This design comes from an exercise in tuning for small area and a short achievable clock period on the open sky130 flow, not from production work. Where RTL was checked, it was by simulation tests only, not by an equivalence proof against the original. Power figures rest on the tool's default switching activity, not on a simulated workload.

// gshare_fetch_predictor
module gshare_fetch_predictor #(
    parameter int          HIST_BITS = 5,
    parameter logic [31:0] RESET_PC  = 32'h0000_0000
) (
    input  logic                 clk,
    input  logic                 Reset,
    input  logic                 PC_write,
    input  logic [31:0]          imem_inst,
    output logic [31:0]          pc_out,
    output logic [31:0]          IF_inst,
    output logic [31:0]          nextPC,
    output logic                 prediction,
    output logic [31:0]          branch_target,
    output logic [31:0]          updated_pc_IF,
    output logic [HIST_BITS-1:0] GHPT_index_IF,
    output logic [HIST_BITS-1:0] GHR_IF,
    output logic [HIST_BITS-1:0] G_BTB_index_IF,
    input  logic                 ex_valid,
    input  logic                 ex_taken,
    input  logic [31:0]          ex_target,
    input  logic [31:0]          ex_pc,
    input  logic [HIST_BITS-1:0] ex_GHPT_index,
    input  logic [HIST_BITS-1:0] ex_G_BTB_index,
    input  logic [HIST_BITS-1:0] ex_GHR,
    input  logic                 ex_mispredict,
    input  logic [31:0]          ex_correct_pc
);
    localparam int ENTRIES = 1 << HIST_BITS;
    localparam int TAG_LSB = HIST_BITS + 2;
    localparam int TAG_W   = 32 - TAG_LSB;
    logic [31:0]                     pc_q, pc_d;
  ...
Settings: LEC_CHECK=0, CAP_MARGIN=20, CORE_MARGIN=2, CORE_UTILIZATION=40, CTS_CLUSTER_DIAMETER=80, CTS_CLUSTER_SIZE=24, SETUP_SLACK_MARGIN=3.0, SLEW_MARGIN=20, SYNTH_HIERARCHICAL=1; clock period 6.5 ns.
standard.sh (not shown) runs the stock make flow with config.mk's settings and CLKGATE_MAP_FILE= SYNTH_SCRIPT=/design/flow/synth_recipe.tcl, a recipe that flattens the netlist after the stock synthesis.
==> flow/flow/run.sh <==
#!/bin/bash
# Standard layout, with the port buffers made from buf_2 instead of the
# default delay-buffer cell. Each make step logs under orfs/logs; the make
# output as a whole goes to standard.log in the work folder.
set -euo pipefail
export BUFFER_PORTS_ARGS="-buffer_cell sky130_fd_sc_hd__buf_2"
bash standard.sh > standard.log 2>&1
Rerun with:
--- a/flow/design.v
+++ b/flow/design.v
@@ -121,13 +121,12 @@
         for (int i = 0; i < ENTRIES; i++) begin
             npsel[i] = (npidx == HIST_BITS'(i));
             ctr_rd = ctr_rd | (npsel[i] & pht_q[i][1]);
         end
     end
     logic [TAG_W-1:0] tag_rd;
-    logic [31:0]      tgt_rdn;
     logic             vld_rd;
     for (genvar b = 0; b < TAG_W; b++) begin : g_tag
         logic [ENTRIES-1:0] col;
         for (genvar i = 0; i < ENTRIES; i++) begin : g_e
             assign col[i] = btb_tag_q[i][b];
         end
@@ -135,16 +134,15 @@
     end
     for (genvar b = 0; b < 32; b++) begin : g_tgt
         logic [ENTRIES-1:0] col;
         for (genvar i = 0; i < ENTRIES; i++) begin : g_e
             assign col[i] = btb_tgt_q[i][b];
         end
-        btb_col_rd_s u_rd (.sel(sel_d), .d(col), .yn(tgt_rdn[b]));
+        btb_col_rd u_rd (.sel(sel_d), .d(col), .y(tgt_rd[b]));
     end
     btb_col_rd u_vld_rd (.sel(sel_d), .d(btb_vld_q), .y(vld_rd));
-    assign tgt_rd = ~tgt_rdn;
     tag_hit u_hit (.rd(tag_rd), .pc(pc_d[31:TAG_LSB]), .vld(vld_rd), .hit(hit_rd));
     assign btb_byp = btb_wr && (ex_G_BTB_index == nidx);
     assign pht_byp = pht_wr && (ex_GHPT_index == npidx);
     assign hit_ex  = (ex_pc[31:TAG_LSB] == pc_d[31:TAG_LSB]);
     assign ctr_n   = pht_byp ? ex_cnt_new[1] : ctr_rd;
     hit_pred u_hp   (.byp(btb_byp), .hit_ex(hit_ex), .hit_rd(hit_rd), .ctr(ctr_n), .hit(hit_d), .pred(pred_d));
@@ -189,35 +187,12 @@
                 btb_tag_q[i] <= ex_pc[31:TAG_LSB];
                 btb_tgt_q[i] <= ex_target;
             end
         end
     end
 endmodule
-module btb_col_rd_s (
-    input  logic [31:0] sel,
-    input  logic [31:0] d,
-    output logic        yn
-);
-    logic [2:0] g;
-    rd12 u_g0 (.sel(sel[11:0]),  .d(d[11:0]),  .y(g[0]));
-    rd12 u_g1 (.sel(sel[23:12]), .d(d[23:12]), .y(g[1]));
-    rd8  u_g2 (.sel(sel[31:24]), .d(d[31:24]), .y(g[2]));
-    cell_nor3 u_o (.a(g[0]), .b(g[1]), .c(g[2]), .y(yn));
-endmodule
-module rd12 (
-    input  logic [11:0] sel,
-    input  logic [11:0] d,
-    output logic        y
-);
-    logic [3:0] p;
-    for (genvar k = 0; k < 4; k++) begin : g_p
-        cell_aoi222 u (.a1(sel[3*k]), .a2(d[3*k]), .b1(sel[3*k+1]), .b2(d[3*k+1]),
-                       .c1(sel[3*k+2]), .c2(d[3*k+2]), .y(p[k]));
-    end
-    cell_nand4 u_n (.a(p[0]), .b(p[1]), .c(p[2]), .d(p[3]), .y(y));
-endmodule
 module hit_pred (
     input  logic byp, hit_ex, hit_rd, ctr,
     output logic hit, pred
 );
     assign hit  = byp ? hit_ex : hit_rd;
     assign pred = hit & ctr;
@@ -271,18 +246,12 @@
     end
     cell_nor3 u_h (.a(bad[0]), .b(bad[1]), .c(bad[2]), .y(hit));
 endmodule
 module cell_nand3 (input logic a, b, c, output logic y);
     assign y = ~(a & b & c);
 endmodule
-module cell_aoi222 (input logic a1, a2, b1, b2, c1, c2, output logic y);
-    assign y = ~((a1 & a2) | (b1 & b2) | (c1 & c2));
-endmodule
-module cell_nand4 (input logic a, b, c, d, output logic y);
-    assign y = ~(a & b & c & d);
-endmodule
 module cell_nor3 (input logic a, b, c, output logic y);
     assign y = ~(a | b | c);
 endmodule
 module cell_nand2 (input logic a, b, output logic y);
     assign y = ~(a & b);
 endmodule
=> Die area rises slightly. Global-route usage decreases by 2.5 points. Power barely changes. Combinational power fell by a few percent. Utilization goes down by 1.1 points. Maximum frequency stays flat.
Function was not checked in any run of this note: the RTL went through the layout flow alone.

---

P:
Another version of the RTL of gshare_fetch_predictor (not shown whole).
For scale: ~4,400 cells after synthesis, roughly 2,100 flip-flops.
## gshare_fetch_predictor
module gshare_fetch_predictor #(
    parameter int          HIST_BITS = 5,
    parameter logic [31:0] RESET_PC  = 32'h0000_0000
) (
    input  logic                 clk,
    input  logic                 Reset,
    input  logic                 PC_write,
    input  logic [31:0]          imem_inst,
    output logic [31:0]          pc_out,
    output logic [31:0]          IF_inst,
    output logic [31:0]          nextPC,
    output logic                 prediction,
    output logic [31:0]          branch_target,
    output logic [31:0]          updated_pc_IF,
    output logic [HIST_BITS-1:0] GHPT_index_IF,
    output logic [HIST_BITS-1:0] GHR_IF,
    output logic [HIST_BITS-1:0] G_BTB_index_IF,
    input  logic                 ex_valid,
    input  logic                 ex_taken,
    input  logic [31:0]          ex_target,
    input  logic [31:0]          ex_pc,
    input  logic [HIST_BITS-1:0] ex_GHPT_index,
    input  logic [HIST_BITS-1:0] ex_G_BTB_index,
    input  logic [HIST_BITS-1:0] ex_GHR,
    input  logic                 ex_mispredict,
    input  logic [31:0]          ex_correct_pc
);
Settings: LEC_CHECK=0, CAP_MARGIN=20, CORE_MARGIN=2, CORE_UTILIZATION=40, CTS_CLUSTER_DIAMETER=80, CTS_CLUSTER_SIZE=24, SETUP_SLACK_MARGIN=3.0, SLEW_MARGIN=20, SYNTH_HIERARCHICAL=1, TNS_END_PERCENT=5; clock period 6.5 ns.
Scripts as last shown in full above: flow/flow/run.sh
P ended with every stage complete and zero timing, DRC or antenna violations.
The following lists how Q was set up differently from P:
-- flow/design.v --
<<< P, line 36
    logic [ENTRIES-1:0][31:0]        btb_tgt_q;
    logic [31:2]                     npc_q, npc_d;
    logic [ENTRIES-1:0]              sel_q, sel_d;
    logic                            hit_q, hit_d;
    logic                            pred_q, pred_d;
>>> Q, line 36
    logic [ENTRIES-1:0][31:0]        btb_tgt_q;
    logic [31:2]                     npc_q, npc_d;
    logic [ENTRIES-1:0]              sel_d, sel_d2;    
    logic [ENTRIES-1:0]              sel_q;            
    logic                            hit_q, hit_d;
    logic                            pred_q, pred_d;
<<< P, line 75
        end
    end
    for (genvar i = 0; i < ENTRIES; i++) begin : g_sel
        sel_mux4 u (.c0(cor_lo[i % 4]), .d0(cor_hi[i / 4]), .c1(bt_lo[i % 4]), .d1(bt_hi[i / 4]),
                    .c2(c_rot), .d2(sel_q[(i + ENTRIES - 1) % ENTRIES]), .c3(c_hold), .d3(sel_q[i]),
                    .y(sel_d[i]));
    end
    always_comb begin
>>> Q, line 76
        end
    end
    always_comb begin
        for (int i = 0; i < ENTRIES; i++) sel_q[i] = (pc_q[TAG_LSB-1:2] == HIST_BITS'(i));
    end
    for (genvar i = 0; i < ENTRIES; i++) begin : g_sel
        sel_mux4 u (.c0(cor_lo[i % 4]), .d0(cor_hi[i / 4]), .c1(bt_lo[i % 4]), .d1(bt_hi[i / 4]),
                    .c2(c_rot), .d2(sel_q[(i + ENTRIES - 1) % ENTRIES]), .c3(c_hold), .d3(sel_q[i]),
                    .y(sel_d[i]), .y2(sel_d2[i]));
    end
    always_comb begin
<<< P, line 140
            assign col[i] = btb_tgt_q[i][b];
        end
        btb_col_rd_s u_rd (.sel(sel_d), .d(col), .yn(tgt_rdn[b]));
    end
    btb_col_rd u_vld_rd (.sel(sel_d), .d(btb_vld_q), .y(vld_rd));
>>> Q, line 144
            assign col[i] = btb_tgt_q[i][b];
        end
        btb_col_rd_s u_rd (.sel(sel_d2), .d(col), .yn(tgt_rdn[b]));
    end
    btb_col_rd u_vld_rd (.sel(sel_d), .d(btb_vld_q), .y(vld_rd));
<<< P, line 162
            pc_q   <= RESET_PC;
            npc_q  <= RESET_PC[31:2] + 30'd1;
            sel_q  <= ENTRIES'(1) << RESET_PC[TAG_LSB-1:2];
            ghr_q  <= '0;
            hit_q    <= 1'b0;
>>> Q, line 166
            pc_q   <= RESET_PC;
            npc_q  <= RESET_PC[31:2] + 30'd1;
            ghr_q  <= '0;
            hit_q    <= 1'b0;
<<< P, line 171
            pc_q   <= pc_d;
            npc_q  <= npc_d;
            sel_q  <= sel_d;
            ghr_q  <= ghr_d;
            hit_q    <= hit_d;
>>> Q, line 174
            pc_q   <= pc_d;
            npc_q  <= npc_d;
            ghr_q  <= ghr_d;
            hit_q    <= hit_d;
<<< P, line 246
module sel_mux4 (
    input  logic c0, d0, c1, d1, c2, d2, c3, d3,
    output logic y
);
    assign y = ~(~((c0 & d0) | (c1 & d1)) & ~((c2 & d2) | (c3 & d3)));
endmodule
module rd8 (
>>> Q, line 248
module sel_mux4 (
    input  logic c0, d0, c1, d1, c2, d2, c3, d3,
    output logic y, y2
);
    logic p, q;
    assign p  = ~((c0 & d0) | (c1 & d1));
    assign q  = ~((c2 & d2) | (c3 & d3));
    assign y  = ~(p & q);
    cell_nand2 u_y2 (.a(p), .b(q), .y(y2));
endmodule
module rd8 (
==> run notes <==
- For sequential power, Q and P come out practically identical.
- Q: global-route usage over all layers lower than P
- Q against P: routed wire length lost 13,000 um, utilization saw little to no change, worst setup slack now larger.
- Looking at clock latency reported for the late side of the worst-skew pair, Q sits above P.

## separate check: timing with driven ports
No port has a modelled driver above. Below, the same layouts with a new extraction and two added sets of constraints.
Step 1: set_driving_cell puts a clkbuf_16 on clk and a buf_2 on each other input, an assumption about the parent block.
Step 2 adds t to the input delays and takes it off the output delays; t is the mean of the earliest and latest rising clock arrival at the registers after step 1. Input paths then give back, and output paths get back, about the clock's delay inside the block.
Three values: ideal ports, drivers, drivers and shift; two values: the first two.
run	t, ns	setup slack, ns	hold WS [ns]	worst setup path at the end	clock arrival spread, ns
the first run of note 1	0.886	2.445 / 2.467 / 1.581	0.465 / 0.395 / 0.476	input to register	0.051 / 0.052
the second run of note 1	0.893	2.446 / 2.495 / 1.602	0.476 / 0.476 / 0.476	input to register	0.058 / 0.058
P	0.877	2.715 / 2.688 / 1.811	0.477 / 0.477 / 0.477	input to register	0.057 / 0.057
Q	0.885	2.807 / 2.758 / 1.873	0.381 / 0.331 / 0.476	input to register	0.066 / 0.066
After both steps every run listed still meets setup and hold. For Q, which loses most, drivers alone change the setup slack by -0.049 ns; drivers and shift together by -0.934 ns.
